Source: an optimization exercise on an open RTL-to-GDS flow (aim: small area and a short achievable clock period). Production flows keep margins and buffers that such runs may drop. Function was checked by simulation only, so behaviour that the tests miss may differ from the original.

<file path="flow/flow/run.sh">
#!/bin/bash
# The standard layout, with port buffers that are plain buffers and timing
# repair that aims for more setup slack than the clock needs. Make's output
# goes to make.log; ORFS keeps each tool's log under orfs/logs.
set -uo pipefail
cd "$(dirname "$0")/.."
bash standard.sh \
  "BUFFER_PORTS_ARGS=-buffer_cell sky130_fd_sc_hd__buf_2" \
  SETUP_SLACK_MARGIN=11.62 CTS_CLUSTER_SIZE=20 CTS_CLUSTER_DIAMETER=150 PLACE_DENSITY=0.8 \
  finish > make.log 2>&1
status=$?
cp -r orfs/logs logs_orfs 2>/dev/null
exit $status
</file>
<file path="flow/standard.sh">
#!/bin/bash
# synth_recipe.tcl (not shown) runs the flow's synth.tcl, then flattens the netlist and writes it again
# the make line also repeats each setting of config.mk as NAME=value (left out here)
make -C /OpenROAD-flow-scripts/flow DESIGN_CONFIG=/design/flow/config.mk WORK_HOME=/design/flow/orfs CLKGATE_MAP_FILE= SYNTH_SCRIPT=/design/flow/synth_recipe.tcl "${@:-finish}"
</file>
<file path="flow/config.mk">
export PLATFORM = sky130hd
export DESIGN_NAME = servo_top
export DESIGN_NICKNAME = servo_top
export VERILOG_FILES = /design/flow/design.v
export SDC_FILE = /design/flow/constraint.sdc
export NUM_CORES = 4
export LEC_CHECK = 0
export CAP_MARGIN = 20
export CORE_MARGIN = 2
export CORE_UTILIZATION = 40
export SLEW_MARGIN = 20
</file>
<file path="flow/constraint.sdc">
create_clock -name core_clock -period 16.0 [get_ports {clk1}]
set_input_delay 3.2000 -clock core_clock [delete_from_list [all_inputs] [get_ports {clk1}]]
set_output_delay 3.2000 -clock core_clock [all_outputs]
set_load 0.01 [all_outputs]
</file>
<file path="flow/design.v">
package servo_pkg;
	localparam int ADC_W = 16;
	localparam int SIGNAL_W = 24;
	localparam int COEF_W = 18;
	localparam int COEF_FRAC = 16;
	localparam int DAC_W = 16;
	localparam int WB_AW = 4;
	localparam int WB_DW = 32;
	localparam logic [WB_DW-1:0] FW_VERSION = 32'h0000_0012;
	typedef enum logic [WB_AW-1:0] {
		REG_VERSION = 4'd0,
		REG_CONTROL = 4'd1,
		REG_A1_0    = 4'd2,
		REG_B0_0    = 4'd3,
		REG_B1_0    = 4'd4,
		REG_A1_1    = 4'd5,
		REG_B0_1    = 4'd6,
		REG_B1_1    = 4'd7
	} reg_addr_e;
endpackage
`timescale 1ns/1ns
module iir_first_order #(
	parameter int ADC_W     = servo_pkg::ADC_W,
	parameter int SIGNAL_W  = servo_pkg::SIGNAL_W,
	parameter int COEF_W    = servo_pkg::COEF_W,
	parameter int COEF_FRAC = servo_pkg::COEF_FRAC
) (
	input  logic                        clk1,
	input  logic                        i_rst_n,
	input  logic                        i_load,
	input  logic                        i_first,
	input  logic                        i_update,
	input  logic                        i_on,
	input  logic signed [COEF_W-1:0]    i_a1,
	input  logic signed [COEF_W-1:0]    i_b0,
	input  logic signed [COEF_W-1:0]    i_b1,
	input  logic signed [ADC_W-1:0]     i_sample,
	output logic signed [SIGNAL_W-1:0]  o_signal
);
	localparam int SW = COEF_W + 1;    
	localparam int AW = 25;            
	localparam int TW = AW + 4;        
	logic [SW-1:0]              sa, sb, sc;
	logic signed [ADC_W-1:0]    x;
	logic signed [ADC_W-1:0]    xp;
	logic [AW-1:0]              acc_s, acc_c;
	logic [3:0]                 low;
	always_ff @(posedge clk1) begin
		if (i_load) begin
			sa <= {i_a1 & {COEF_W{i_on}}, 1'b0};
			sb <= i_on ? {i_b0, 1'b0} : SW'(1 << (COEF_FRAC + 1));
			sc <= {i_b1 & {COEF_W{i_on}}, 1'b0};
			x <= i_sample;
		end else begin
			sa <= {{4{sa[SW-1]}}, sa[SW-1:4]};
			sb <= {{4{sb[SW-1]}}, sb[SW-1:4]};
			sc <= {{4{sc[SW-1]}}, sc[SW-1:4]};
		end
	end
	logic [2:0] da0, da1, db0, db1, dc0, dc1;    
	function automatic logic [2:0] booth(input logic [2:0] b);
		booth[0] = b[1] ^ b[0];
		booth[1] = b[2] ? (~b[1] & ~b[0]) : (b[1] & b[0]);
		booth[2] = b[2];
	endfunction
	assign da0 = booth(sa[2:0]);
	assign da1 = booth(sa[4:2]);
	assign db0 = booth(sb[2:0]);
	assign db1 = booth(sb[4:2]);
	assign dc0 = booth(sc[2:0]);
	assign dc1 = booth(sc[4:2]);
	function automatic logic [SIGNAL_W:0] pp_y(input logic [2:0] d, input logic [SIGNAL_W-1:0] m);
		logic [SIGNAL_W:0] me;
		logic [SIGNAL_W:0] p;
		me = {m[SIGNAL_W-1], m};
		p = ({(SIGNAL_W+1){d[0]}} & me) | ({(SIGNAL_W+1){d[1]}} & {me[SIGNAL_W-1:0], 1'b0});
		p = p ^ {(SIGNAL_W+1){d[2]}};
		pp_y = {~p[SIGNAL_W], p[SIGNAL_W-1:0]};
	endfunction
	function automatic logic [ADC_W:0] pp_x(input logic [2:0] d, input logic [ADC_W-1:0] m);
		logic [ADC_W:0] me;
		logic [ADC_W:0] p;
		me = {m[ADC_W-1], m};
		p = ({(ADC_W+1){d[0]}} & me) | ({(ADC_W+1){d[1]}} & {me[ADC_W-1:0], 1'b0});
		p = p ^ {(ADC_W+1){d[2]}};
		pp_x = {~p[ADC_W], p[ADC_W-1:0]};
	endfunction
	logic [SIGNAL_W:0] pa0, pa1;
	logic [ADC_W:0]    pb0, pb1, pc0, pc1;
	assign pa0 = pp_y(da0, o_signal);
	assign pa1 = pp_y(da1, o_signal);
	assign pb0 = pp_x(db0, x);
	assign pb1 = pp_x(db1, x);
	assign pc0 = pp_x(dc0, xp);
	assign pc1 = pp_x(dc1, xp);
	logic [AW-1:0] s_in, c_in;
	logic [AW-1:0] s_out, c_out;
	logic [3:0]    low_out;
	assign s_in = i_first ? (AW'(1) << 24) : acc_s;
	assign c_in = i_first ? '0 : acc_c;
	iir_heap heap_i (
		.s_in(s_in),
		.c_in(c_in),
		.pa0(pa0),
		.pa1(pa1),
		.na0(da0[2]),
		.na1(da1[2]),
		.pb0(pb0),
		.pb1(pb1),
		.pc0(pc0),
		.pc1(pc1),
		.nb0(db0[2]),
		.nb1(db1[2]),
		.nc0(dc0[2]),
		.nc1(dc1[2]),
		.o_low(low_out),
		.o_s(s_out),
		.o_c(c_out)
	);
	always_ff @(posedge clk1) begin
		acc_s <= s_out;
		acc_c <= c_out;
		low <= low_out;
	end
	logic [SIGNAL_W-1:0] hi;
	logic [SIGNAL_W+3:0] y_raw;
	logic [SIGNAL_W-1:0] y_sat;
	assign hi = acc_s[SIGNAL_W-1:0] + acc_c[SIGNAL_W-1:0];
	assign y_raw = {hi, low};
	always_comb begin
		if (y_raw[SIGNAL_W+3:SIGNAL_W-1] == {5{y_raw[SIGNAL_W+3]}}) begin
			y_sat = y_raw[SIGNAL_W-1:0];
		end else if (y_raw[SIGNAL_W+3]) begin
			y_sat = {1'b1, {(SIGNAL_W-1){1'b0}}};
		end else begin
			y_sat = {1'b0, {(SIGNAL_W-1){1'b1}}};
		end
	end
	always_ff @(posedge clk1 or negedge i_rst_n) begin
		if (!i_rst_n) begin
			o_signal <= '0;
			xp <= '0;
		end else if (i_update) begin
			o_signal <= y_sat;
			xp <= x;
		end
	end
endmodule
module iir_heap (
	input  logic [24:0] s_in,
	input  logic [24:0] c_in,
	input  logic [24:0] pa0,
	input  logic [24:0] pa1,
	input  logic na0,
	input  logic na1,
	input  logic [16:0] pb0,
	input  logic [16:0] pb1,
	input  logic [16:0] pc0,
	input  logic [16:0] pc1,
	input  logic nb0,
	input  logic nb1,
	input  logic nc0,
	input  logic nc1,
	output logic [3:0] o_low,
	output logic [24:0] o_s,
	output logic [24:0] o_c
);
	logic h1;
	logic h2;
	logic h3;
	logic h4;
	logic h5;
	logic h6;
	logic h7;
	logic h8;
	logic h9;
	logic h10;
	logic h11;
	logic h12;
	logic h13;
	logic h14;
	logic h15;
	logic h16;
	logic h17;
	logic h18;
	logic h19;
	logic h20;
	logic h21;
	logic h22;
	logic h23;
	logic h24;
	logic h25;
	logic h26;
	logic h27;
	logic h28;
	logic h29;
	logic h30;
	logic h31;
	logic h32;
	logic h33;
	logic h34;
	logic h35;
	logic h36;
	logic h37;
	logic h38;
	logic h39;
	logic h40;
	logic h41;
	logic h42;
	logic h43;
	logic h44;
	logic h45;
	logic h46;
	logic h47;
	logic h48;
	logic h49;
	logic h50;
	logic h51;
	logic h52;
	logic h53;
	logic h54;
	logic h55;
	logic h56;
	logic h57;
	logic h58;
	logic h59;
	logic h60;
	logic h61;
	logic h62;
	logic h63;
	logic h64;
	logic h65;
	logic h66;
	logic h67;
	logic h68;
	logic h69;
	logic h70;
	logic h71;
	logic h72;
	logic h73;
	logic h74;
	logic h75;
	logic h76;
	logic h77;
	logic h78;
	logic h79;
	logic h80;
	logic h81;
	logic h82;
	logic h83;
	logic h84;
	logic h85;
	logic h86;
	logic h87;
	logic h88;
	logic h89;
	logic h90;
	logic h91;
	logic h92;
	logic h93;
	logic h94;
	logic h95;
	logic h96;
	logic h97;
	logic h98;
	logic h99;
	logic h100;
	logic h101;
	logic h102;
	logic h103;
	logic h104;
	logic h105;
	logic h106;
	logic h107;
	logic h108;
	logic h109;
	logic h110;
	logic h111;
	logic h112;
	logic h113;
	logic h114;
	logic h115;
	logic h116;
	logic h117;
	logic h118;
	logic h119;
	logic h120;
	logic h121;
	logic h122;
	logic h123;
	logic h124;
	logic h125;
	logic h126;
	logic h127;
	logic h128;
	logic h129;
	logic h130;
	logic h131;
	logic h132;
	logic h133;
	logic h134;
	logic h135;
	logic h136;
	logic h137;
	logic h138;
	logic h139;
	logic h140;
	logic h141;
	logic h142;
	logic h143;
	logic h144;
	logic h145;
	logic h146;
	logic h147;
	logic h148;
	logic h149;
	logic h150;
	logic h151;
	logic h152;
	logic h153;
	logic h154;
	logic h155;
	logic h156;
	logic h157;
	logic h158;
	logic h159;
	logic h160;
	logic h161;
	logic h162;
	logic h163;
	logic h164;
	logic h165;
	logic h166;
	logic h167;
	logic h168;
	logic h169;
	logic h170;
	logic h171;
	logic h172;
	logic h173;
	logic h174;
	logic h175;
	logic h176;
	logic h177;
	logic h178;
	logic h179;
	logic h180;
	logic h181;
	logic h182;
	logic h183;
	logic h184;
	logic h185;
	logic h186;
	logic h187;
	logic h188;
	logic h189;
	logic h190;
	logic h191;
	logic h192;
	logic h193;
	logic h194;
	logic h195;
	logic h196;
	logic h197;
	logic h198;
	logic h199;
	logic h200;
	logic h201;
	logic h202;
	logic h203;
	logic h204;
	logic h205;
	logic h206;
	logic h207;
	logic h208;
	logic h209;
	logic h210;
	logic h211;
	logic h212;
	logic h213;
	logic h214;
	logic h215;
	logic h216;
	logic h217;
	logic h218;
	logic h219;
	logic h220;
	logic h221;
	logic h222;
	logic h223;
	logic h224;
	logic h225;
	logic h226;
	logic h227;
	logic h228;
	logic h229;
	logic h230;
	logic h231;
	logic h232;
	logic h233;
	logic h234;
	logic h235;
	logic h236;
	logic h237;
	logic h238;
	logic h239;
	logic h240;
	logic h241;
	logic h242;
	logic h243;
	logic h244;
	logic h245;
	logic h246;
	logic h247;
	logic h248;
	logic h249;
	logic h250;
	logic h251;
	logic h252;
	logic h253;
	logic h254;
	logic h255;
	logic h256;
	logic h257;
	logic h258;
	logic h259;
	logic h260;
	logic h261;
	logic h262;
	logic h263;
	logic h264;
	logic h265;
	logic h266;
	logic h267;
	logic h268;
	logic h269;
	logic h270;
	logic h271;
	logic h272;
	logic h273;
	logic h274;
	logic h275;
	logic h276;
	logic h277;
	logic h278;
	logic h279;
	logic h280;
	logic h281;
	logic h282;
	logic h283;
	logic h284;
	logic h285;
	logic h286;
	logic h287;
	logic h288;
	logic h289;
	logic h290;
	assign h1 = c_in[0] ^ s_in[0] ^ na0;
	assign h2 = (c_in[0] & s_in[0]) | (c_in[0] & na0) | (s_in[0] & na0);
	assign h3 = h1 ^ pa0[0];
	assign h4 = h1 & pa0[0];
	assign h5 = c_in[1] ^ s_in[1] ^ h2;
	assign h6 = (c_in[1] & s_in[1]) | (c_in[1] & h2) | (s_in[1] & h2);
	assign h7 = pa0[1] ^ h4 ^ h5;
	assign h8 = (pa0[1] & h4) | (pa0[1] & h5) | (h4 & h5);
	assign h9 = c_in[2] ^ s_in[2] ^ na1;
	assign h10 = (c_in[2] & s_in[2]) | (c_in[2] & na1) | (s_in[2] & na1);
	assign h11 = h9 ^ pa0[2] ^ pa1[0];
	assign h12 = (h9 & pa0[2]) | (h9 & pa1[0]) | (pa0[2] & pa1[0]);
	assign h13 = h6 ^ h11 ^ h8;
	assign h14 = (h6 & h11) | (h6 & h8) | (h11 & h8);
	assign h15 = c_in[3] ^ s_in[3] ^ h10;
	assign h16 = (c_in[3] & s_in[3]) | (c_in[3] & h10) | (s_in[3] & h10);
	assign h17 = pa0[3] ^ pa1[1] ^ h12;
	assign h18 = (pa0[3] & pa1[1]) | (pa0[3] & h12) | (pa1[1] & h12);
	assign h19 = h15 ^ h17 ^ h14;
	assign h20 = (h15 & h17) | (h15 & h14) | (h17 & h14);
	assign h21 = c_in[4] ^ s_in[4] ^ pa0[4];
	assign h22 = (c_in[4] & s_in[4]) | (c_in[4] & pa0[4]) | (s_in[4] & pa0[4]);
	assign h23 = pa1[2] ^ h16 ^ h21;
	assign h24 = (pa1[2] & h16) | (pa1[2] & h21) | (h16 & h21);
	assign h25 = h18 ^ h23;
	assign h26 = h18 & h23;
	assign h27 = c_in[5] ^ s_in[5] ^ pa0[5];
	assign h28 = (c_in[5] & s_in[5]) | (c_in[5] & pa0[5]) | (s_in[5] & pa0[5]);
	assign h29 = pa1[3] ^ h22 ^ h27;
	assign h30 = (pa1[3] & h22) | (pa1[3] & h27) | (h22 & h27);
	assign h31 = h24 ^ h29;
	assign h32 = h24 & h29;
	assign h33 = c_in[6] ^ s_in[6] ^ pa0[6];
	assign h34 = (c_in[6] & s_in[6]) | (c_in[6] & pa0[6]) | (s_in[6] & pa0[6]);
	assign h35 = pa1[4] ^ h28 ^ h33;
	assign h36 = (pa1[4] & h28) | (pa1[4] & h33) | (h28 & h33);
	assign h37 = h30 ^ h35;
	assign h38 = h30 & h35;
	assign h39 = c_in[7] ^ s_in[7] ^ pa0[7];
	assign h40 = (c_in[7] & s_in[7]) | (c_in[7] & pa0[7]) | (s_in[7] & pa0[7]);
	assign h41 = pa1[5] ^ h34 ^ h39;
	assign h42 = (pa1[5] & h34) | (pa1[5] & h39) | (h34 & h39);
	assign h43 = h36 ^ h41;
	assign h44 = h36 & h41;
	assign h45 = c_in[8] ^ s_in[8] ^ nb0;
	assign h46 = (c_in[8] & s_in[8]) | (c_in[8] & nb0) | (s_in[8] & nb0);
	assign h47 = nc0 ^ h45 ^ pa0[8];
	assign h48 = (nc0 & h45) | (nc0 & pa0[8]) | (h45 & pa0[8]);
	assign h49 = pa1[6] ^ pb0[0] ^ pc0[0];
	assign h50 = (pa1[6] & pb0[0]) | (pa1[6] & pc0[0]) | (pb0[0] & pc0[0]);
	assign h51 = h40 ^ h47 ^ h49;
	assign h52 = (h40 & h47) | (h40 & h49) | (h47 & h49);
	assign h53 = h42 ^ h51;
	assign h54 = h42 & h51;
	assign h55 = c_in[9] ^ s_in[9] ^ h46;
	assign h56 = (c_in[9] & s_in[9]) | (c_in[9] & h46) | (s_in[9] & h46);
	assign h57 = pa0[9] ^ pa1[7] ^ pb0[1];
	assign h58 = (pa0[9] & pa1[7]) | (pa0[9] & pb0[1]) | (pa1[7] & pb0[1]);
	assign h59 = pc0[1] ^ h48 ^ h50;
	assign h60 = (pc0[1] & h48) | (pc0[1] & h50) | (h48 & h50);
	assign h61 = h55 ^ h57 ^ h52;
	assign h62 = (h55 & h57) | (h55 & h52) | (h57 & h52);
	assign h63 = h59 ^ h54;
	assign h64 = h59 & h54;
	assign h65 = c_in[10] ^ s_in[10] ^ nb1;
	assign h66 = (c_in[10] & s_in[10]) | (c_in[10] & nb1) | (s_in[10] & nb1);
	assign h67 = nc1 ^ h65 ^ pa0[10];
	assign h68 = (nc1 & h65) | (nc1 & pa0[10]) | (h65 & pa0[10]);
	assign h69 = pa1[8] ^ pb0[2] ^ pb1[0];
	assign h70 = (pa1[8] & pb0[2]) | (pa1[8] & pb1[0]) | (pb0[2] & pb1[0]);
	assign h71 = pc0[2] ^ pc1[0] ^ h56;
	assign h72 = (pc0[2] & pc1[0]) | (pc0[2] & h56) | (pc1[0] & h56);
	assign h73 = h58 ^ h67 ^ h69;
	assign h74 = (h58 & h67) | (h58 & h69) | (h67 & h69);
	assign h75 = h60 ^ h71 ^ h73;
	assign h76 = (h60 & h71) | (h60 & h73) | (h71 & h73);
	assign h77 = h62 ^ h64;
	assign h78 = h62 & h64;
	assign h79 = c_in[11] ^ s_in[11] ^ h66;
	assign h80 = (c_in[11] & s_in[11]) | (c_in[11] & h66) | (s_in[11] & h66);
	assign h81 = pa0[11] ^ pa1[9] ^ pb0[3];
	assign h82 = (pa0[11] & pa1[9]) | (pa0[11] & pb0[3]) | (pa1[9] & pb0[3]);
	assign h83 = pb1[1] ^ pc0[3] ^ pc1[1];
	assign h84 = (pb1[1] & pc0[3]) | (pb1[1] & pc1[1]) | (pc0[3] & pc1[1]);
	assign h85 = h68 ^ h70 ^ h79;
	assign h86 = (h68 & h70) | (h68 & h79) | (h70 & h79);
	assign h87 = h81 ^ h83 ^ h72;
	assign h88 = (h81 & h83) | (h81 & h72) | (h83 & h72);
	assign h89 = h74 ^ h85 ^ h87;
	assign h90 = (h74 & h85) | (h74 & h87) | (h85 & h87);
	assign h91 = h76 ^ h78;
	assign h92 = h76 & h78;
	assign h93 = c_in[12] ^ s_in[12] ^ pa0[12];
	assign h94 = (c_in[12] & s_in[12]) | (c_in[12] & pa0[12]) | (s_in[12] & pa0[12]);
	assign h95 = pa1[10] ^ pb0[4] ^ pb1[2];
	assign h96 = (pa1[10] & pb0[4]) | (pa1[10] & pb1[2]) | (pb0[4] & pb1[2]);
	assign h97 = pc0[4] ^ pc1[2] ^ h80;
	assign h98 = (pc0[4] & pc1[2]) | (pc0[4] & h80) | (pc1[2] & h80);
	assign h99 = h82 ^ h84 ^ h93;
	assign h100 = (h82 & h84) | (h82 & h93) | (h84 & h93);
	assign h101 = h95 ^ h86 ^ h97;
	assign h102 = (h95 & h86) | (h95 & h97) | (h86 & h97);
	assign h103 = h99 ^ h88 ^ h101;
	assign h104 = (h99 & h88) | (h99 & h101) | (h88 & h101);
	assign h105 = h90 ^ h103;
	assign h106 = h90 & h103;
	assign h107 = c_in[13] ^ s_in[13] ^ pa0[13];
	assign h108 = (c_in[13] & s_in[13]) | (c_in[13] & pa0[13]) | (s_in[13] & pa0[13]);
	assign h109 = pa1[11] ^ pb0[5] ^ pb1[3];
	assign h110 = (pa1[11] & pb0[5]) | (pa1[11] & pb1[3]) | (pb0[5] & pb1[3]);
	assign h111 = pc0[5] ^ pc1[3] ^ h94;
	assign h112 = (pc0[5] & pc1[3]) | (pc0[5] & h94) | (pc1[3] & h94);
	assign h113 = h96 ^ h107 ^ h109;
	assign h114 = (h96 & h107) | (h96 & h109) | (h107 & h109);
	assign h115 = h98 ^ h100 ^ h111;
	assign h116 = (h98 & h100) | (h98 & h111) | (h100 & h111);
	assign h117 = h113 ^ h102 ^ h115;
	assign h118 = (h113 & h102) | (h113 & h115) | (h102 & h115);
	assign h119 = h104 ^ h117;
	assign h120 = h104 & h117;
	assign h121 = c_in[14] ^ s_in[14] ^ pa0[14];
	assign h122 = (c_in[14] & s_in[14]) | (c_in[14] & pa0[14]) | (s_in[14] & pa0[14]);
	assign h123 = pa1[12] ^ pb0[6] ^ pb1[4];
	assign h124 = (pa1[12] & pb0[6]) | (pa1[12] & pb1[4]) | (pb0[6] & pb1[4]);
	assign h125 = pc0[6] ^ pc1[4] ^ h108;
	assign h126 = (pc0[6] & pc1[4]) | (pc0[6] & h108) | (pc1[4] & h108);
	assign h127 = h110 ^ h121 ^ h123;
	assign h128 = (h110 & h121) | (h110 & h123) | (h121 & h123);
	assign h129 = h112 ^ h114 ^ h125;
	assign h130 = (h112 & h114) | (h112 & h125) | (h114 & h125);
	assign h131 = h127 ^ h116 ^ h129;
	assign h132 = (h127 & h116) | (h127 & h129) | (h116 & h129);
	assign h133 = h118 ^ h131;
	assign h134 = h118 & h131;
	assign h135 = c_in[15] ^ s_in[15] ^ pa0[15];
	assign h136 = (c_in[15] & s_in[15]) | (c_in[15] & pa0[15]) | (s_in[15] & pa0[15]);
	assign h137 = pa1[13] ^ pb0[7] ^ pb1[5];
	assign h138 = (pa1[13] & pb0[7]) | (pa1[13] & pb1[5]) | (pb0[7] & pb1[5]);
	assign h139 = pc0[7] ^ pc1[5] ^ h122;
	assign h140 = (pc0[7] & pc1[5]) | (pc0[7] & h122) | (pc1[5] & h122);
	assign h141 = h124 ^ h135 ^ h137;
	assign h142 = (h124 & h135) | (h124 & h137) | (h135 & h137);
	assign h143 = h126 ^ h128 ^ h139;
	assign h144 = (h126 & h128) | (h126 & h139) | (h128 & h139);
	assign h145 = h141 ^ h130 ^ h143;
	assign h146 = (h141 & h130) | (h141 & h143) | (h130 & h143);
	assign h147 = h132 ^ h145;
	assign h148 = h132 & h145;
	assign h149 = c_in[16] ^ s_in[16] ^ pa0[16];
	assign h150 = (c_in[16] & s_in[16]) | (c_in[16] & pa0[16]) | (s_in[16] & pa0[16]);
	assign h151 = pa1[14] ^ pb0[8] ^ pb1[6];
	assign h152 = (pa1[14] & pb0[8]) | (pa1[14] & pb1[6]) | (pb0[8] & pb1[6]);
	assign h153 = pc0[8] ^ pc1[6] ^ h136;
	assign h154 = (pc0[8] & pc1[6]) | (pc0[8] & h136) | (pc1[6] & h136);
	assign h155 = h138 ^ h149 ^ h151;
	assign h156 = (h138 & h149) | (h138 & h151) | (h149 & h151);
	assign h157 = h140 ^ h142 ^ h153;
	assign h158 = (h140 & h142) | (h140 & h153) | (h142 & h153);
	assign h159 = h155 ^ h144 ^ h157;
	assign h160 = (h155 & h144) | (h155 & h157) | (h144 & h157);
	assign h161 = h146 ^ h159;
	assign h162 = h146 & h159;
	assign h163 = c_in[17] ^ s_in[17] ^ pa0[17];
	assign h164 = (c_in[17] & s_in[17]) | (c_in[17] & pa0[17]) | (s_in[17] & pa0[17]);
	assign h165 = pa1[15] ^ pb0[9] ^ pb1[7];
	assign h166 = (pa1[15] & pb0[9]) | (pa1[15] & pb1[7]) | (pb0[9] & pb1[7]);
	assign h167 = pc0[9] ^ pc1[7] ^ h150;
	assign h168 = (pc0[9] & pc1[7]) | (pc0[9] & h150) | (pc1[7] & h150);
	assign h169 = h152 ^ h163 ^ h165;
	assign h170 = (h152 & h163) | (h152 & h165) | (h163 & h165);
	assign h171 = h154 ^ h156 ^ h167;
	assign h172 = (h154 & h156) | (h154 & h167) | (h156 & h167);
	assign h173 = h169 ^ h158 ^ h171;
	assign h174 = (h169 & h158) | (h169 & h171) | (h158 & h171);
	assign h175 = h160 ^ h173;
	assign h176 = h160 & h173;
	assign h177 = c_in[18] ^ s_in[18] ^ pa0[18];
	assign h178 = (c_in[18] & s_in[18]) | (c_in[18] & pa0[18]) | (s_in[18] & pa0[18]);
	assign h179 = pa1[16] ^ pb0[10] ^ pb1[8];
	assign h180 = (pa1[16] & pb0[10]) | (pa1[16] & pb1[8]) | (pb0[10] & pb1[8]);
	assign h181 = pc0[10] ^ pc1[8] ^ h164;
	assign h182 = (pc0[10] & pc1[8]) | (pc0[10] & h164) | (pc1[8] & h164);
	assign h183 = h166 ^ h177 ^ h179;
	assign h184 = (h166 & h177) | (h166 & h179) | (h177 & h179);
	assign h185 = h168 ^ h170 ^ h181;
	assign h186 = (h168 & h170) | (h168 & h181) | (h170 & h181);
	assign h187 = h183 ^ h172 ^ h185;
	assign h188 = (h183 & h172) | (h183 & h185) | (h172 & h185);
	assign h189 = h174 ^ h187;
	assign h190 = h174 & h187;
	assign h191 = c_in[19] ^ s_in[19] ^ pa0[19];
	assign h192 = (c_in[19] & s_in[19]) | (c_in[19] & pa0[19]) | (s_in[19] & pa0[19]);
	assign h193 = pa1[17] ^ pb0[11] ^ pb1[9];
	assign h194 = (pa1[17] & pb0[11]) | (pa1[17] & pb1[9]) | (pb0[11] & pb1[9]);
	assign h195 = pc0[11] ^ pc1[9] ^ h178;
	assign h196 = (pc0[11] & pc1[9]) | (pc0[11] & h178) | (pc1[9] & h178);
	assign h197 = h180 ^ h191 ^ h193;
	assign h198 = (h180 & h191) | (h180 & h193) | (h191 & h193);
	assign h199 = h182 ^ h184 ^ h195;
	assign h200 = (h182 & h184) | (h182 & h195) | (h184 & h195);
	assign h201 = h197 ^ h186 ^ h199;
	assign h202 = (h197 & h186) | (h197 & h199) | (h186 & h199);
	assign h203 = h188 ^ h201;
	assign h204 = h188 & h201;
	assign h205 = c_in[20] ^ s_in[20] ^ pa0[20];
	assign h206 = (c_in[20] & s_in[20]) | (c_in[20] & pa0[20]) | (s_in[20] & pa0[20]);
	assign h207 = pa1[18] ^ pb0[12] ^ pb1[10];
	assign h208 = (pa1[18] & pb0[12]) | (pa1[18] & pb1[10]) | (pb0[12] & pb1[10]);
	assign h209 = pc0[12] ^ pc1[10] ^ h192;
	assign h210 = (pc0[12] & pc1[10]) | (pc0[12] & h192) | (pc1[10] & h192);
	assign h211 = h194 ^ h205 ^ h207;
	assign h212 = (h194 & h205) | (h194 & h207) | (h205 & h207);
	assign h213 = h196 ^ h198 ^ h209;
	assign h214 = (h196 & h198) | (h196 & h209) | (h198 & h209);
	assign h215 = h211 ^ h200 ^ h213;
	assign h216 = (h211 & h200) | (h211 & h213) | (h200 & h213);
	assign h217 = h202 ^ h215;
	assign h218 = h202 & h215;
	assign h219 = c_in[21] ^ s_in[21] ^ pa0[21];
	assign h220 = (c_in[21] & s_in[21]) | (c_in[21] & pa0[21]) | (s_in[21] & pa0[21]);
	assign h221 = pa1[19] ^ pb0[13] ^ pb1[11];
	assign h222 = (pa1[19] & pb0[13]) | (pa1[19] & pb1[11]) | (pb0[13] & pb1[11]);
	assign h223 = pc0[13] ^ pc1[11] ^ h206;
	assign h224 = (pc0[13] & pc1[11]) | (pc0[13] & h206) | (pc1[11] & h206);
	assign h225 = h208 ^ h219 ^ h221;
	assign h226 = (h208 & h219) | (h208 & h221) | (h219 & h221);
	assign h227 = h210 ^ h212 ^ h223;
	assign h228 = (h210 & h212) | (h210 & h223) | (h212 & h223);
	assign h229 = h225 ^ h214 ^ h227;
	assign h230 = (h225 & h214) | (h225 & h227) | (h214 & h227);
	assign h231 = h216 ^ h229;
	assign h232 = h216 & h229;
	assign h233 = c_in[22] ^ s_in[22] ^ pa0[22];
	assign h234 = (c_in[22] & s_in[22]) | (c_in[22] & pa0[22]) | (s_in[22] & pa0[22]);
	assign h235 = pa1[20] ^ pb0[14] ^ pb1[12];
	assign h236 = (pa1[20] & pb0[14]) | (pa1[20] & pb1[12]) | (pb0[14] & pb1[12]);
	assign h237 = pc0[14] ^ pc1[12] ^ h220;
	assign h238 = (pc0[14] & pc1[12]) | (pc0[14] & h220) | (pc1[12] & h220);
	assign h239 = h222 ^ h233 ^ h235;
	assign h240 = (h222 & h233) | (h222 & h235) | (h233 & h235);
	assign h241 = h224 ^ h226 ^ h237;
	assign h242 = (h224 & h226) | (h224 & h237) | (h226 & h237);
	assign h243 = h239 ^ h228 ^ h241;
	assign h244 = (h239 & h228) | (h239 & h241) | (h228 & h241);
	assign h245 = h230 ^ h243;
	assign h246 = h230 & h243;
	assign h247 = c_in[23] ^ s_in[23] ^ pa0[23];
	assign h248 = (c_in[23] & s_in[23]) | (c_in[23] & pa0[23]) | (s_in[23] & pa0[23]);
	assign h249 = pa1[21] ^ pb0[15] ^ pb1[13];
	assign h250 = (pa1[21] & pb0[15]) | (pa1[21] & pb1[13]) | (pb0[15] & pb1[13]);
	assign h251 = pc0[15] ^ pc1[13] ^ h234;
	assign h252 = (pc0[15] & pc1[13]) | (pc0[15] & h234) | (pc1[13] & h234);
	assign h253 = h236 ^ h247 ^ h249;
	assign h254 = (h236 & h247) | (h236 & h249) | (h247 & h249);
	assign h255 = h238 ^ h240 ^ h251;
	assign h256 = (h238 & h240) | (h238 & h251) | (h240 & h251);
	assign h257 = h253 ^ h242 ^ h255;
	assign h258 = (h253 & h242) | (h253 & h255) | (h242 & h255);
	assign h259 = h244 ^ h257;
	assign h260 = h244 & h257;
	assign h261 = c_in[24] ^ s_in[24] ^ pa0[24];
	assign h262 = (c_in[24] & s_in[24]) | (c_in[24] & pa0[24]) | (s_in[24] & pa0[24]);
	assign h263 = pa1[22] ^ pb0[16] ^ pb1[14];
	assign h264 = (pa1[22] & pb0[16]) | (pa1[22] & pb1[14]) | (pb0[16] & pb1[14]);
	assign h265 = pc0[16] ^ pc1[14] ^ h248;
	assign h266 = (pc0[16] & pc1[14]) | (pc0[16] & h248) | (pc1[14] & h248);
	assign h267 = h250 ^ h261 ^ h263;
	assign h268 = (h250 & h261) | (h250 & h263) | (h261 & h263);
	assign h269 = h252 ^ h254 ^ h265;
	assign h270 = (h252 & h254) | (h252 & h265) | (h254 & h265);
	assign h271 = h267 ^ h256 ^ h269;
	assign h272 = (h267 & h256) | (h267 & h269) | (h256 & h269);
	assign h273 = h258 ^ h271;
	assign h274 = h258 & h271;
	assign h275 = pa1[23] ^ pb1[15] ^ pc1[15];
	assign h276 = (pa1[23] & pb1[15]) | (pa1[23] & pc1[15]) | (pb1[15] & pc1[15]);
	assign h277 = h262 ^ h264 ^ h275;
	assign h278 = (h262 & h264) | (h262 & h275) | (h264 & h275);
	assign h279 = h266 ^ h268 ^ h277;
	assign h280 = (h266 & h268) | (h266 & h277) | (h268 & h277);
	assign h281 = h270 ^ h279 ^ h272;
	assign h282 = (h270 & h279) | (h270 & h272) | (h279 & h272);
	assign h283 = pa1[24] ^ pb1[16] ^ pc1[16];
	assign h284 = (pa1[24] & pb1[16]) | (pa1[24] & pc1[16]) | (pb1[16] & pc1[16]);
	assign h285 = h276 ^ h283 ^ h278;
	assign h286 = (h276 & h283) | (h276 & h278) | (h283 & h278);
	assign h287 = h280 ^ h285;
	assign h288 = h280 & h285;
	assign h289 = h284 ^ h286;
	assign h290 = h284 & h286;
	assign o_low[0] = h3;
	assign o_low[1] = h7;
	assign o_low[2] = h13;
	assign o_low[3] = h19;
	assign o_s[0] = h25;
	assign o_c[0] = h20;
	assign o_s[1] = h26;
	assign o_c[1] = h31;
	assign o_s[2] = h32;
	assign o_c[2] = h37;
	assign o_s[3] = h38;
	assign o_c[3] = h43;
	assign o_s[4] = h44;
	assign o_c[4] = h53;
	assign o_s[5] = h61;
	assign o_c[5] = h63;
	assign o_s[6] = h75;
	assign o_c[6] = h77;
	assign o_s[7] = h89;
	assign o_c[7] = h91;
	assign o_s[8] = h92;
	assign o_c[8] = h105;
	assign o_s[9] = h106;
	assign o_c[9] = h119;
	assign o_s[10] = h120;
	assign o_c[10] = h133;
	assign o_s[11] = h134;
	assign o_c[11] = h147;
	assign o_s[12] = h148;
	assign o_c[12] = h161;
	assign o_s[13] = h162;
	assign o_c[13] = h175;
	assign o_s[14] = h176;
	assign o_c[14] = h189;
	assign o_s[15] = h190;
	assign o_c[15] = h203;
	assign o_s[16] = h204;
	assign o_c[16] = h217;
	assign o_s[17] = h218;
	assign o_c[17] = h231;
	assign o_s[18] = h232;
	assign o_c[18] = h245;
	assign o_s[19] = h246;
	assign o_c[19] = h259;
	assign o_s[20] = h260;
	assign o_c[20] = h273;
	assign o_s[21] = h274;
	assign o_c[21] = h281;
	assign o_s[22] = h287;
	assign o_c[22] = h282;
	assign o_s[23] = h288;
	assign o_c[23] = h289;
	assign o_s[24] = h290;
	assign o_c[24] = 1'b0;
endmodule
`timescale 1ns/1ns
module channel_diff #(
	parameter int SIGNAL_W = servo_pkg::SIGNAL_W,
	parameter int DAC_W    = servo_pkg::DAC_W
) (
	input  logic                        clk1,
	input  logic signed [SIGNAL_W-1:0]  i_sig0,
	input  logic signed [SIGNAL_W-1:0]  i_sig1,
	output logic signed [SIGNAL_W-1:0]  o_error,
	output logic signed [DAC_W-1:0]     o_dac_word
);
	localparam logic signed [SIGNAL_W-1:0] SIG_MAX = {1'b0, {(SIGNAL_W-1){1'b1}}};
	localparam logic signed [SIGNAL_W-1:0] SIG_MIN = {1'b1, {(SIGNAL_W-1){1'b0}}};
	logic signed [SIGNAL_W:0]   diff;
	logic signed [SIGNAL_W-1:0] diff_sat;
	assign diff = i_sig0 - i_sig1;
	always_comb begin
		if (diff[SIGNAL_W] == diff[SIGNAL_W-1]) begin
			diff_sat = diff[SIGNAL_W-1:0];
		end else if (diff[SIGNAL_W]) begin
			diff_sat = SIG_MIN;
		end else begin
			diff_sat = SIG_MAX;
		end
	end
	always_ff @(posedge clk1) begin
		o_error <= diff_sat;
	end
	assign o_dac_word = o_error[SIGNAL_W-1 -: DAC_W];
endmodule
`timescale 1ns/1ns
module servo_regs #(
	parameter int COEF_W = servo_pkg::COEF_W
) (
	input  logic                          clk1,
	input  logic                          i_rst_n,
	input  logic                          i_wb_cyc,
	input  logic                          i_wb_stb,
	input  logic                          i_wb_we,
	input  logic [servo_pkg::WB_AW-1:0]   i_wb_adr,
	input  logic [servo_pkg::WB_DW-1:0]   i_wb_dat,
	output logic [servo_pkg::WB_DW-1:0]   o_wb_dat,
	output logic                          o_wb_ack,
	output logic                          o_filt_on0,
	output logic                          o_filt_on1,
	output logic signed [COEF_W-1:0]      o_a1_0,
	output logic signed [COEF_W-1:0]      o_b0_0,
	output logic signed [COEF_W-1:0]      o_b1_0,
	output logic signed [COEF_W-1:0]      o_a1_1,
	output logic signed [COEF_W-1:0]      o_b0_1,
	output logic signed [COEF_W-1:0]      o_b1_1,
	output logic [1:0]                    o_afe_gain0,
	output logic [1:0]                    o_afe_gain1
);
	logic                      wb_new;
	logic                      wr;
	logic [1:0]                on_q;
	logic [3:0]                gain_q;
	logic signed [COEF_W-1:0]  a1_0_q, b0_0_q, b1_0_q, a1_1_q, b0_1_q, b1_1_q;
	logic [COEF_W-1:0]         rd_lo;
	logic                      rd_hi;
	logic [COEF_W-1:0]         rd_lo_q;
	logic                      rd_hi_q;
	assign wb_new = i_wb_cyc & i_wb_stb & ~o_wb_ack;
	assign wr = wb_new & i_wb_we;
	always_ff @(posedge clk1 or negedge i_rst_n) begin
		if (!i_rst_n) begin
			o_wb_ack <= 1'b0;
			on_q <= '0;
			a1_0_q <= '0;
			b0_0_q <= '0;
			b1_0_q <= '0;
			a1_1_q <= '0;
			b0_1_q <= '0;
			b1_1_q <= '0;
		end else begin
			o_wb_ack <= wb_new;
			if (wr && i_wb_adr == 4'd1) on_q <= i_wb_dat[1:0];
			if (wr && i_wb_adr == 4'd2) a1_0_q <= i_wb_dat[COEF_W-1:0];
			if (wr && i_wb_adr == 4'd3) b0_0_q <= i_wb_dat[COEF_W-1:0];
			if (wr && i_wb_adr == 4'd4) b1_0_q <= i_wb_dat[COEF_W-1:0];
			if (wr && i_wb_adr == 4'd5) a1_1_q <= i_wb_dat[COEF_W-1:0];
			if (wr && i_wb_adr == 4'd6) b0_1_q <= i_wb_dat[COEF_W-1:0];
			if (wr && i_wb_adr == 4'd7) b1_1_q <= i_wb_dat[COEF_W-1:0];
		end
	end
	always_ff @(posedge clk1 or negedge i_rst_n) begin
		if (!i_rst_n) begin
			gain_q <= '0;
		end else begin
			if (wr && i_wb_adr == 4'd1) gain_q <= i_wb_dat[5:2];
		end
	end
	always_comb begin
		rd_lo = '0;
		rd_hi = 1'b0;
		case (i_wb_adr)
			4'd0: rd_lo = COEF_W'(servo_pkg::FW_VERSION);
			4'd1: rd_lo = COEF_W'({gain_q, on_q});
			4'd2: begin rd_lo = a1_0_q; rd_hi = a1_0_q[COEF_W-1]; end
			4'd3: begin rd_lo = b0_0_q; rd_hi = b0_0_q[COEF_W-1]; end
			4'd4: begin rd_lo = b1_0_q; rd_hi = b1_0_q[COEF_W-1]; end
			4'd5: begin rd_lo = a1_1_q; rd_hi = a1_1_q[COEF_W-1]; end
			4'd6: begin rd_lo = b0_1_q; rd_hi = b0_1_q[COEF_W-1]; end
			4'd7: begin rd_lo = b1_1_q; rd_hi = b1_1_q[COEF_W-1]; end
			default: begin
			end
		endcase
	end
	always_ff @(posedge clk1) begin
		rd_lo_q <= rd_lo;
		rd_hi_q <= rd_hi;
	end
	assign o_wb_dat = {{(servo_pkg::WB_DW-COEF_W){rd_hi_q}}, rd_lo_q};
	assign o_filt_on0 = on_q[0];
	assign o_filt_on1 = on_q[1];
	assign o_a1_0 = a1_0_q;
	assign o_b0_0 = b0_0_q;
	assign o_b1_0 = b1_0_q;
	assign o_a1_1 = a1_1_q;
	assign o_b0_1 = b0_1_q;
	assign o_b1_1 = b1_1_q;
	assign o_afe_gain0 = ~gain_q[1:0];
	assign o_afe_gain1 = ~gain_q[3:2];
endmodule
`timescale 1ns/1ns
module servo_top #(
	parameter int ADC_W     = servo_pkg::ADC_W,
	parameter int SIGNAL_W  = servo_pkg::SIGNAL_W,
	parameter int COEF_W    = servo_pkg::COEF_W,
	parameter int COEF_FRAC = servo_pkg::COEF_FRAC,
	parameter int DAC_W     = servo_pkg::DAC_W
) (
	input  logic                          clk1,
	input  logic                          i_rst_n,
	input  logic                          i_wb_cyc,
	input  logic                          i_wb_stb,
	input  logic                          i_wb_we,
	input  logic [servo_pkg::WB_AW-1:0]   i_wb_adr,
	input  logic [servo_pkg::WB_DW-1:0]   i_wb_dat,
	output logic [servo_pkg::WB_DW-1:0]   o_wb_dat,
	output logic                          o_wb_ack,
	input  logic signed [ADC_W-1:0]       i_adc0,
	input  logic signed [ADC_W-1:0]       i_adc1,
	input  logic                          i_sample_valid,
	output logic signed [DAC_W-1:0]       o_dac_word,
	output logic                          o_dac_valid,
	output logic signed [SIGNAL_W-1:0]    o_error,
	output logic [1:0]                    o_afe_gain0,
	output logic [1:0]                    o_afe_gain1
);
	logic                       filt_on0;
	logic                       filt_on1;
	logic signed [COEF_W-1:0]   a1_0;
	logic signed [COEF_W-1:0]   b0_0;
	logic signed [COEF_W-1:0]   b1_0;
	logic signed [COEF_W-1:0]   a1_1;
	logic signed [COEF_W-1:0]   b0_1;
	logic signed [COEF_W-1:0]   b1_1;
	servo_regs #(
		.COEF_W(COEF_W)
	) regs_i (
		.clk1(clk1),
		.i_rst_n(i_rst_n),
		.i_wb_cyc(i_wb_cyc),
		.i_wb_stb(i_wb_stb),
		.i_wb_we(i_wb_we),
		.i_wb_adr(i_wb_adr),
		.i_wb_dat(i_wb_dat),
		.o_wb_dat(o_wb_dat),
		.o_wb_ack(o_wb_ack),
		.o_filt_on0(filt_on0),
		.o_filt_on1(filt_on1),
		.o_a1_0(a1_0),
		.o_b0_0(b0_0),
		.o_b1_0(b1_0),
		.o_a1_1(a1_1),
		.o_b0_1(b0_1),
		.o_b1_1(b1_1),
		.o_afe_gain0(o_afe_gain0),
		.o_afe_gain1(o_afe_gain1)
	);
	logic [2:0] step;
	always_ff @(posedge clk1 or negedge i_rst_n) begin
		if (!i_rst_n) begin
			step <= '0;
			o_dac_valid <= 1'b0;
		end else begin
			step <= (step == 3'd0) ? {2'b00, i_sample_valid} : step + 3'd1;
			o_dac_valid <= (step == 3'd7);
		end
	end
	logic load, first, update;
	assign load = (step == 3'd0);
	assign first = (step == 3'd1);
	assign update = (step == 3'd6);
	logic signed [SIGNAL_W-1:0] sig0;
	logic signed [SIGNAL_W-1:0] sig1;
	iir_first_order #(
		.ADC_W(ADC_W),
		.SIGNAL_W(SIGNAL_W),
		.COEF_W(COEF_W),
		.COEF_FRAC(COEF_FRAC)
	) iir0_i (
		.clk1(clk1),
		.i_rst_n(i_rst_n),
		.i_load(load),
		.i_first(first),
		.i_update(update),
		.i_on(filt_on0),
		.i_a1(a1_0),
		.i_b0(b0_0),
		.i_b1(b1_0),
		.i_sample(i_adc0),
		.o_signal(sig0)
	);
	iir_first_order #(
		.ADC_W(ADC_W),
		.SIGNAL_W(SIGNAL_W),
		.COEF_W(COEF_W),
		.COEF_FRAC(COEF_FRAC)
	) iir1_i (
		.clk1(clk1),
		.i_rst_n(i_rst_n),
		.i_load(load),
		.i_first(first),
		.i_update(update),
		.i_on(filt_on1),
		.i_a1(a1_1),
		.i_b0(b0_1),
		.i_b1(b1_1),
		.i_sample(i_adc1),
		.o_signal(sig1)
	);
	channel_diff #(
		.SIGNAL_W(SIGNAL_W),
		.DAC_W(DAC_W)
	) diff_i (
		.clk1(clk1),
		.i_sig0(sig0),
		.i_sig1(sig1),
		.o_error(o_error),
		.o_dac_word(o_dac_word)
	);
endmodule
</file>
==> results of run 1 <==
-- routing by layer --
metal / wire length (um) / vias to the layer above / GRT usage [%]
met1: 32600 / 11300 / 25.6
met2: 37700 / 908 / 32.6
met5: 55 / - / 0
met4: 1800 / 8 / 4.43
li1: - / 10300 / -
met3: 5910 / 134 / 2.98
-- worst max-delay path by stage --
stage,startpoint,endpoint,slack (ps),cells after the start
floorplan,i_wb_adr[2],regs_i.b1_0_q[10],11260,8
global placement,iir1_i.sa[2],iir1_i.acc_c[14],10020,11
detailed placement,iir1_i.sa[2],iir1_i.acc_c[14],9970,11
CTS,regs_i.gain_q[0],o_afe_gain0[0],11520,2
global route,regs_i.gain_q[0],o_afe_gain0[0],11490,2
finish,regs_i.gain_q[0],o_afe_gain0[0],11530,2
-- flip-flops by register name, summed over array words and instances (netlist names), 19 cells and up --
signal / flops
iir0_i.sc: 19
iir1_i.acc_c: 24
iir0_i.acc_s: 25
iir1_i.sa: 19
iir1_i.o_signal: 24
iir1_i.sc: 19
iir0_i.acc_c: 24
iir0_i.sa: 19
diff_i.o_error: 24
iir1_i.sb: 19
iir0_i.sb: 19
iir1_i.acc_s: 25
iir0_i.o_signal: 24
-- worst reg2reg max path, cell delays in order, from the launching register on --
cell     delay (ps)
dfxtp_1         330
buf_6           220
inv_2           190
ha_4            200
mux2_4          350
a22oi_1         200
xnor2_1         230
fa_1            490
fa_1            420
inv_1            80
fa_1            450
fa_1            560
inv_1            50
ha_1            290
-- repair_timing --
action / CTS / global route
pin swaps: 5 / 2
gates cloned: 1 / 1
resized for setup: 36 / 16
setup endpoints to repair: 192 / 85
buffers inserted: 8 / 6
-- final cells by class --
cell class,instances,area (um^2)
inverters,319,1210
clock inverters,2,38.8
well taps,1040,1300
multi-input cells,2063,18500
flip-flops and latches,494,11300
clock buffers,50,783
fillers,7139,43300
diodes,1,2.50
repair buffers,173,1030
-- per-stage QoR --
stage,area (um^2),setup slack [ps],std cells
floorplan,31900,11260,3066
global placement,33000,10020,4072
detailed placement,33000,9970,4072
CTS,34000,11520,4133
global route,34200,11490,4141
finish,34200,11530,4142
-- cell families (layout without fill, tap and decap cells) --
family,after synthesis,count (layout),synth area share (%)
flip-flops,494,494,36.0
adder cells (fa/ha/maj),399,399,21.7
AND/OR/NAND/NOR,683,685,9.90
other,0,1,0
XOR/XNOR,289,289,8.10
multiplexers,125,125,4.49
AO/OA/AOI/OAI,565,565,13.3
buffers and inverters,511,544,6.59
-- placed cells by master (no fill, tap or decap), types with 9 or more instances in the layout --
master and count:
a211oi_1 10, a21o_1 32, a21oi_1 49, a221o_1 23, a221oi_1 20, a22o_1 22, a22oi_1 258, a31oi_1 9
and2_1 74, and3_1 15, buf_2 131, buf_4 31, clkbuf_1 22, clkbuf_16 28, dfrtp_1 198, dfxtp_1 249
edfxtp_1 38, fa_1 243, ha_1 142, inv_1 303, inv_2 13, mux2_2 51, mux2_4 73, nand2_1 335
nand3_1 107, nand4_1 9, nor2_1 67, nor2b_1 9, nor3_1 13, o21a_1 14, o21ai_0 57, o21bai_1 11
xnor2_1 253, xor2_1 35
==> impl_metrics.csv, run 1 <==
group,metric,value,unit
clocking,cts_inserted_buffers,28,
synthesis,synth_sequential_area_ratio,36.0,%
sta,finalSetupViolCount,0,
sta,fin_setup_tns,0,ps
synthesis,synth-warning-count,4,
worst_setup_path,crit_path_top_delay_cell,"dfrtp_1",
die,die-area,80600,um^2
sta,slew_headroom,30.5,%
sta,drv_slew,0,
route,wire_length_reported_by_the_detailed_router,78000,um
placement,port_buffers,137,
worst_setup_path,end_of_the_worst_register_to_register_path,"iir0_i.acc_c[10]",
synthesis,avg_cell_area_syn,10.2,um^2
synthesis,post_synth_inst_count,3066,
die,boundary_pins,152,
hold_path,worstHoldEndpoint,"iir0_i.sc[13]",
clocking,clock-root-buffer,"clkbuf_16",
worst_setup_path,cp_max_fo,2,
finish,layout-area-overhead-vs-synth,9.14,%
grt,grt_antenna_before_repair,6,
grt,groute.usage.overall,19.2,%
sta,worst_hold_margin,419,ps
worst_setup_path,reg2reg_setup_slack,11810,ps
worst_setup_path,worst_ep_arrival_time,1270,ps
worst_setup_path,cp_data_required_time,12800,ps
finish,final_core_util,44.1,%
placement,place.gp.congestion,0.915,
synthesis,synthesized_cell_area,31300,um^2
sta,grt_setup_unrepaired,"yes",
synthesis,synth.largest_area_cell,"dfxtp_1",
synthesis,yosys-top-cells-area,"dfxtp_1 16%, dfrtp_1 16%, fa_1 16%",
grt,grt_first_pass_wirelength,125000,um
finish,total_number_of_nets_in_the_final_design,3545,
die,chipHeight,284,um
route,drt_iter0_markers,2396,
clocking,worst_skew_pair_latency,630,ps
worst_setup_path,rr_startpoint,"iir0_i.sb[2]",
worst_setup_path,worst-path-buf-inv,2,
synthesis,synth_enable_flop_cells,38,
synthesis,yosys_register_bits,494,
synthesis,synthDominantCellAreaShare,16.4,%
worst_setup_path,crit_family,"flip-flops",
synthesis,synth.net_count,3532,
route,drc,0,
hold_path,timing.hold.worst.start,"iir0_i.sc[17]",
route,post_drt_wl_per_cell,18.8,um
die,starting_density,40.4,%
clocking,postCtsHoldBufs,0,
sta,timing.final.hold_violations,0,
die,number_of_rows_in_the_core_area,102,
route,route.vias.total,22700,
worst_setup_path,path_cells,"inv_2, buf_6",
route,first_pass_iters,5,
worst_setup_path,critical_path.max_stage_delay,410,ps
synthesis,synth_cell_type_count,72,
synthesis,top_count_cell_post_synth,"nand2_1",
placement,dp_hpwl,57500,um
clocking,clock-sinks,494,
grt,overflow,0,
route,vias_per_cell,5.48,
clocking,path_clk_slew,90,ps
worst_setup_path,worstSetupPathType,"reg -> out",
clocking,cts_htree_levels,1,
outcome,outcome,"timing/DRC/antenna clean",
die,fp.dieW,284,um
die,core-area,77500,um^2
grt,grt_start_max_net_pins,93,
route,ant_nets,0,
grt,vias_in_the_first_global_route,22700,
run,maxCapViolations,0,
clocking,cts-root-to-sink-buffers,3,
sta,max_freq,0.224,GHz
worst_setup_path,sort_of_element_at_the_start_of_the_critical_path,"flop",
synthesis,ys_top_cells_by_count,"339 x nand2_1, 307 x inv_1, 258 x a22oi_1, 257 x dfxtp_1, 253 x xnor2_1",
worst_setup_path,timing.reg2reg.worst_path_depth,13,
synthesis,yosys_most_used_dff,"dfxtp_1",
sta,clock-skew-final,51.6,ps
sta,finalWorstPathRequiredPeriod,4470,ps
synthesis,fraction_of_registers_with_async_set_reset,40.3,%
clocking,tritoncts,"built",
worst_setup_path,worst_setup_path_end_kind,"output port",
sta,layout_worst_path_cycle_share,28.0,%
hold_path,hold_depth,2,
finish,post_route_cells_drive_above_1_share,12.8,%
sta,worst_pin_slew,1040,ps
hold_path,min-delay-path-class,"reg -> reg",
==> inputs of run 2 (changes only) <==
--- a/flow/flow/run.sh
+++ b/flow/flow/run.sh
@@ -6,7 +6,7 @@
 cd "$(dirname "$0")/.."
 bash standard.sh \
   "BUFFER_PORTS_ARGS=-buffer_cell sky130_fd_sc_hd__buf_2" \
-  SETUP_SLACK_MARGIN=11.62 CTS_CLUSTER_SIZE=20 CTS_CLUSTER_DIAMETER=150 PLACE_DENSITY=0.8 \
+  SETUP_SLACK_MARGIN=11.62 CTS_CLUSTER_SIZE=20 CTS_CLUSTER_DIAMETER=150 GPL_TIMING_DRIVEN=0 \
   finish > make.log 2>&1
 status=$?
 cp -r orfs/logs logs_orfs 2>/dev/null
==> impl_metrics.csv, run 2 <==
group,metric,value,unit
synthesis,synthDominantCellAreaShare,16.4,%
worst_setup_path,worst-path-buf-inv,2,
sta,worst_pin_slew,1030,ps
synthesis,synthesized_cell_area,31300,um^2
synthesis,synth_adder_area_share,21.7,%
synthesis,synth_simple_gate_area_share,9.90,%
die,starting_density,40.4,%
finish,fillers,7428,
worst_setup_path,setup.worst_path.end,"o_wb_dat[20]",
clocking,cts_inserted_buffers,28,
worst_setup_path,reg2reg_setup_slack,11740,ps
sta,drv_slew,0,
finish,post_route_cells_drive_above_1_share,16.2,%
placement,placedCellCount,4244,
sta,grt_setup_unrepaired,"yes",
finish,layout.cells.non_filler,4312,
die,boundary_pins,152,
sta,layout_worst_path_cycle_share,28.3,%
grt,overflow,0,
worst_setup_path,sort_of_element_at_the_start_of_the_critical_path,"flop",
worst_setup_path,path_cells,"buf_4, buf_2",
route,ant_nets,0,
finish,largest_registers,"iir0_i.acc_s (25), iir1_i.acc_s (25)",
synthesis,yosys_most_used_dff,"dfxtp_1",
die,fp.dieW,284,um
route,first_pass_iters,8,
grt,grt_first_pass_wirelength,138000,um
die,number_of_rows_in_the_core_area,102,
finish,layout.cells.most_common_list,"336 x nand2_1, 305 x inv_1, 240 x fa_1",
placement,place.gp.congestion,0.926,
worst_setup_path,worst_setup_path_end_kind,"output port",
run,maxCapViolations,0,
finish,final_core_util,46.0,%
placement,dp_hpwl,69800,um
clocking,postCtsHoldBufs,0,
worst_setup_path,cp_max_fo,14,
synthesis,synth_top_family_by_area,"adder cells",
synthesis,synth-warning-count,4,
outcome,outcome,"timing/DRC/antenna clean",
clocking,clock-root-buffer,"clkbuf_16",
synthesis,synth.largest_area_cell,"dfxtp_1",
sta,slew_headroom,31.5,%
die,die-area,80600,um^2
sta,timing.final.hold_violations,0,
clocking,cts_htree_levels,1,
finish,total_number_of_nets_in_the_final_design,3717,
route,drc,0,
worst_setup_path,end_of_the_worst_register_to_register_path,"iir1_i.acc_c[9]",
worst_setup_path,crit_family,"flip-flops",
route,wire_length_reported_by_the_detailed_router,89300,um
sta,finalWorstPathRequiredPeriod,4520,ps
clocking,clock-sinks,494,
synthesis,fraction_of_registers_with_async_set_reset,40.3,%
worst_setup_path,worst_path_depth,2,
finish,layout-area-overhead-vs-synth,13.6,%
route,post_drt_wl_per_cell,20.7,um
sta,clock-skew-final,53.7,ps
synthesis,synth-compound-area-share,13.3,%
synthesis,top_count_cell_post_synth,"nand2_1",
placement,port_buffers,135,
die,chipHeight,284,um
route,route.vias.total,23000,
synthesis,yosys_register_bits,494,
grt,grt_start_max_net_pins,88,
synthesis,avg_cell_area_syn,10.2,um^2
grt,groute.usage.overall,22.0,%
synthesis,ys_top_cells_by_count,"339 x nand2_1, 307 x inv_1, 258 x a22oi_1, 257 x dfxtp_1, 253 x xnor2_1",
hold_path,timing.hold.worst.start,"iir0_i.sb[6]",
worst_setup_path,rr_startpoint,"iir1_i.sc[2]",
synthesis,synth_enable_flop_cells,38,
synthesis,synth_sequential_area_ratio,36.0,%
synthesis,post_synth_inst_count,3066,
worst_setup_path,critical_path.max_stage_delay,430,ps
sta,fin_setup_tns,0,ps
worst_setup_path,worst_ep_arrival_time,1320,ps
synthesis,synth.net_count,3532,
finish,antennaDiodeCount,0,
synthesis,synth_cell_type_count,72,
clocking,tritoncts,"built",
worst_setup_path,timing.reg2reg.worst_path_depth,15,
worst_setup_path,cp_data_required_time,12800,ps
die,core-area,77500,um^2
grt,vias_in_the_first_global_route,23000,
route,vias_per_cell,5.34,
synthesis,post_synth_mux_area_share,4.49,%
grt,grt_antenna_before_repair,2,
synthesis,yosys.area_share.xor_xnor,8.10,%
clocking,worst_skew_pair_latency,650,ps
clocking,cts-root-to-sink-buffers,3,
worst_setup_path,worstSetupPathType,"reg -> out",
worst_setup_path,worstSetupStartpoint,"regs_i.rd_hi_q",
route,drt_iter0_markers,1940,
synthesis,yosys-top-cells-area,"dfxtp_1 16%, dfrtp_1 16%, fa_1 16%",
hold_path,min-delay-path-class,"reg -> reg",
clocking,path_clk_slew,100,ps
finish,mostFrequentLayoutCell,"nand2_1",
worst_setup_path,crit_path_top_delay_cell,"dfxtp_4",
sta,max_freq,0.221,GHz
sta,finalSetupViolCount,0,
==> run 2: changes by cell type in the layout (fill, tap and decap cells not counted), moves of 19 or more <==
cell / delta
clkbuf_1: +56
a22oi_2: +19
a22oi_1: -19
buf_6: +31
clkbuf_2: +28
buf_1: +24
==> run 2: metal layers <==
layer | global-route usage (%) | part of all wire [%] | vias up | routed length, um
li1 | - | - | 10700 | -
met1 | 29.8 | 44 | 11500 | 38900
met2 | 37.2 | 48 | 694 | 43100
met3 | 2.01 | 4.5 | 124 | 4020
met4 | 7.16 | 3.7 | 0 | 3280
met5 | 0 | 0 | - | 0
==> run 2: metrics by stage <==
stage / worst slack [ps] / hold slack (ps) / area (um^2)
after floorplan: 11260 / 392 / 31900
after global placement: 8020 / 399 / 33900
after detailed placement: 10240 / 399 / 34000
after CTS: 11430 / 413 / 35400
after global routing: 11430 / 418 / 35600
final: 11480 / 405 / 35600
==> run 2: repair_timing <==
item / 4_1_cts / 5_1_grt
buffers inserted: 13 / 4
gates resized for setup: 159 / 85
pin swaps: 11 / 25
setup endpoints to repair: 197 / 111
==> run 2: logic make-up (layout without fill, tap and decap cells) <==
family | after synthesis | in the layout
simple gates | 683 | 683
compound gates | 565 | 565
buf+inv | 511 | 717
fa+ha+maj | 399 | 399
mux | 125 | 125
xor+xnor | 289 | 289
flops | 494 | 494
==> run 2: how the worst min path moves through the flow <==
stage                          endpoint  cells after the start
final                      iir0_i.sb[2]                      2
after global placement     iir1_i.sa[6]                      2
after global routing       iir0_i.sb[2]                      2
after floorplan           iir0_i.sa[10]                      2
after detailed placement   iir0_i.sc[5]                      2
after CTS                  iir0_i.sb[2]                      2
==> run 2: cell type report <==
cell class	count	area [um^2]	share of cell area [%]
multi-input combinational	2061	18700	52.4
sequential	494	11300	31.8
tap	1040	1300	3.66
buffer	192	1290	3.63
inverter	319	1210	3.39
timing repair buffer	155	1010	2.83
clock buffer	49	779	2.19
clock inverter	2	38.8	0.109
==> run 2: worst min-delay path: stages (launching register included) <==
cell	delay, ps
dfxtp_1	310
nand2_1	40
nand2_1	40
==> inputs of run 3 (changes only) <==
--- a/flow/flow/run.sh
+++ b/flow/flow/run.sh
@@ -6,7 +6,7 @@
 cd "$(dirname "$0")/.."
 bash standard.sh \
   "BUFFER_PORTS_ARGS=-buffer_cell sky130_fd_sc_hd__buf_2" \
-  SETUP_SLACK_MARGIN=11.62 CTS_CLUSTER_SIZE=20 CTS_CLUSTER_DIAMETER=150 GPL_TIMING_DRIVEN=0 \
+  SETUP_SLACK_MARGIN=11.8 CTS_CLUSTER_SIZE=20 CTS_CLUSTER_DIAMETER=150 \
   finish > make.log 2>&1
 status=$?
 cp -r orfs/logs logs_orfs 2>/dev/null
==> impl_metrics.csv, run 3 <==
group,metric,value,unit
outcome,outcome,"timing/DRC/antenna clean",
grt,groute.usage.overall,19.5,%
finish,mostFrequentLayoutCell,"nand2_1",
route,post_drt_wl_per_cell,19.3,um
sta,timing.final.hold_violations,0,
worst_setup_path,crit_family,"flip-flops",
sta,finalSetupViolCount,0,
grt,grt_antenna_before_repair,6,
synthesis,ys_top_cells_by_count,"339 x nand2_1, 307 x inv_1, 258 x a22oi_1, 257 x dfxtp_1, 253 x xnor2_1",
clocking,cts_htree_levels,1,
route,vias_per_cell,5.35,
synthesis,yosys_register_bits,494,
die,chipHeight,284,um
grt,vias_in_the_first_global_route,21900,
sta,layout_worst_path_cycle_share,27.8,%
finish,layout-area-overhead-vs-synth,11.2,%
synthesis,synth_cell_type_count,72,
grt,grt_start_max_net_pins,94,
route,first_pass_iters,6,
worst_setup_path,worst_ep_arrival_time,1250,ps
clocking,tritoncts,"built",
die,core-area,77500,um^2
synthesis,top_count_cell_post_synth,"nand2_1",
die,number_of_rows_in_the_core_area,102,
synthesis,yosys-top-cells-area,"dfxtp_1 16%, dfrtp_1 16%, fa_1 16%",
clocking,postCtsHoldBufs,0,
route,drt_iter0_markers,1683,
synthesis,avg_cell_area_syn,10.2,um^2
worst_setup_path,cp_data_required_time,12800,ps
sta,clock-skew-final,61.6,ps
worst_setup_path,critical_path.max_stage_delay,460,ps
synthesis,synth_sequential_area_ratio,36.0,%
synthesis,synth.net_count,3532,
run,maxCapViolations,0,
sta,max_freq,0.225,GHz
placement,port_buffers,137,
clocking,worst_skew_pair_latency,650,ps
clocking,clock-root-buffer,"clkbuf_16",
route,route.vias.total,22300,
synthesis,post_synth_inst_count,3066,
grt,overflow,0,
worst_setup_path,worst-path-buf-inv,2,
sta,drv_slew,0,
die,starting_density,40.4,%
synthesis,synthesized_cell_area,31300,um^2
route,wire_length_reported_by_the_detailed_router,80200,um
synthesis,synthDominantCellAreaShare,16.4,%
clocking,cts-root-to-sink-buffers,3,
route,ant_nets,0,
grt,grt_first_pass_wirelength,126000,um
synthesis,synth-warning-count,4,
clocking,cts_inserted_buffers,28,
clocking,path_clk_slew,80,ps
worst_setup_path,path_cells,"inv_2, buf_6",
placement,placed_instance_area,33100,um^2
finish,total_number_of_nets_in_the_final_design,3562,
worst_setup_path,sort_of_element_at_the_start_of_the_critical_path,"flop",
die,die-area,80600,um^2
placement,dp_hpwl,58300,um
finish,post_route_cells_drive_above_1_share,14.5,%
clocking,clock-sinks,494,
worst_setup_path,cp_max_fo,2,
finish,layout.cells.most_common_list,"335 x nand2_1, 305 x inv_1, 255 x a22oi_1",
sta,worst_pin_slew,1100,ps
sta,fin_setup_tns,0,ps
die,fp.dieW,284,um
synthesis,synth.largest_area_cell,"dfxtp_1",
worst_setup_path,worst_setup_path_end_kind,"output port",
synthesis,fraction_of_registers_with_async_set_reset,40.3,%
finish,finalInstanceArea,34800,um^2
hold_path,min-delay-path-class,"reg -> reg",
placement,place.gp.congestion,0.869,
finish,largest_registers,"iir0_i.acc_s (25), iir1_i.acc_s (25)",
sta,grt_setup_unrepaired,"yes",
sta,slew_headroom,26.7,%
sta,finalWorstPathRequiredPeriod,4450,ps
worst_setup_path,worstSetupPathType,"reg -> out",
die,boundary_pins,152,
synthesis,synth_enable_flop_cells,38,
synthesis,yosys_most_used_dff,"dfxtp_1",
worst_setup_path,crit_path_top_delay_cell,"dfrtp_2",
route,drc,0,
## run 3: cell types whose count changed in the layout (fill, tap and decap cells not counted), sizes merged
cell and change:
buf -52, clkbuf -106, clkinv -2, diode +1, inv +2, mux2 +3
## run 3: final cells by class
cell class | count | area (um^2)
Multi-Input combinational cell | 2064 | 18600
Timing Repair Buffer | 189 | 1490
Fill cell | 7379 | 42600
Clock buffer | 49 | 779
Sequential cell | 494 | 11300
Clock inverter | 2 | 38.8
Tap cell | 1040 | 1300
Antenna cell | 1 | 2.50
Inverter | 319 | 1230
## run 3: worst reg2reg max path, stage by stage (launching register included)
cell,delay [ps]
dfxtp_1,360
buf_12,170
inv_12,100
ha_4,200
mux2_4,350
a22oi_1,190
xnor2_1,200
fa_1,490
fa_1,420
inv_1,80
fa_1,450
fa_1,560
inv_1,50
ha_1,270
## run 3: path summary, 6_finish.rpt
path	from	slack (ps)	cells past startpoint	to
max	regs_i.gain_q[1]	11550	2	o_afe_gain0[1]
min reg2reg	iir1_i.sa[8]	420	2	iir1_i.sa[4]
max reg2reg	iir0_i.sa[2]	11960	13	iir0_i.acc_c[14]
min	iir1_i.sa[8]	420	2	iir1_i.sa[4]
min in group asynchronous	i_rst_n	2500	1	iir0_i.xp[11]
max in group asynchronous	i_rst_n	12060	3	iir1_i.o_signal[1]
## run 3: metal layers
| layer | track usage, % | up-vias | routed length [um] |
|---|---|---|---|
| li1 | - | 10400 | - |
| met1 | 26.5 | 11200 | 35400 |
| met2 | 33.9 | 622 | 39200 |
| met3 | 2.03 | 91 | 3920 |
| met4 | 3.74 | 6 | 1560 |
| met5 | 0 | - | 44 |
## run 3: cell families after synthesis
group,synth area share [%]
compound gates,13.3
xor+xnor,8.10
fa+ha+maj,21.7
buf+inv,6.59
flops,36.0
mux,4.49
simple gates,9.90
## run 3: through the flow
| step | hold WS (ps) | setup slack (ps) | instances | util (%) |
|---|---|---|---|---|
| after floorplan | 392 | 11260 | 3066 | - |
| after global placement | 397 | 10380 | 4075 | 42.7 |
| after detailed placement | 398 | 10360 | 4075 | 42.7 |
| after CTS | 416 | 11480 | 4141 | 44.6 |
| after global routing | 435 | 11490 | 4157 | 45.0 |
| final | 418 | 11550 | 4158 | 45.0 |
## run 3: timing repair
| item | 4_1_cts | 5_1_grt |
|---|---|---|
| hold endpoints to repair | 0 | 0 |
| endpoints found under the setup margin | 314 | 208 |
| pin swaps | 6 | 2 |
| gates resized for setup | 121 | 43 |
| cloned | 1 | 2 |
| buffers inserted | 14 | 14 |

[what the ideal ports hide]
No port has a modelled driver above. Below, the same layouts with a new extraction and two added sets of constraints.
Step 1 sets driving cells, clkbuf_16 on the clock port and buf_2 on the other inputs (assumed; they add their load-dependent delay and slew).
Step 2 times the ports against the registers' clock, not the clock port: input delays grow and output delays shrink by t, the midpoint of the rising clock arrivals with the driver on.
Three values: ideal ports, drivers, drivers and shift; two values: the first two.
run | t (ns) | setup slack, ns | worst register clock-pin slew, ns
run 1 | 0.666 | 11.527 / 11.465 / 11.048 | 0.09 / 0.09
run 2 | 0.689 | 11.480 / 11.415 / 10.950 | 0.10 / 0.10
run 3 | 0.683 | 11.548 / 11.487 / 11.154 | 0.11 / 0.11
After both steps every run listed still meets setup and hold. For run 2, which loses most, drivers alone change the setup slack by -0.065 ns; drivers and shift together by -0.530 ns.
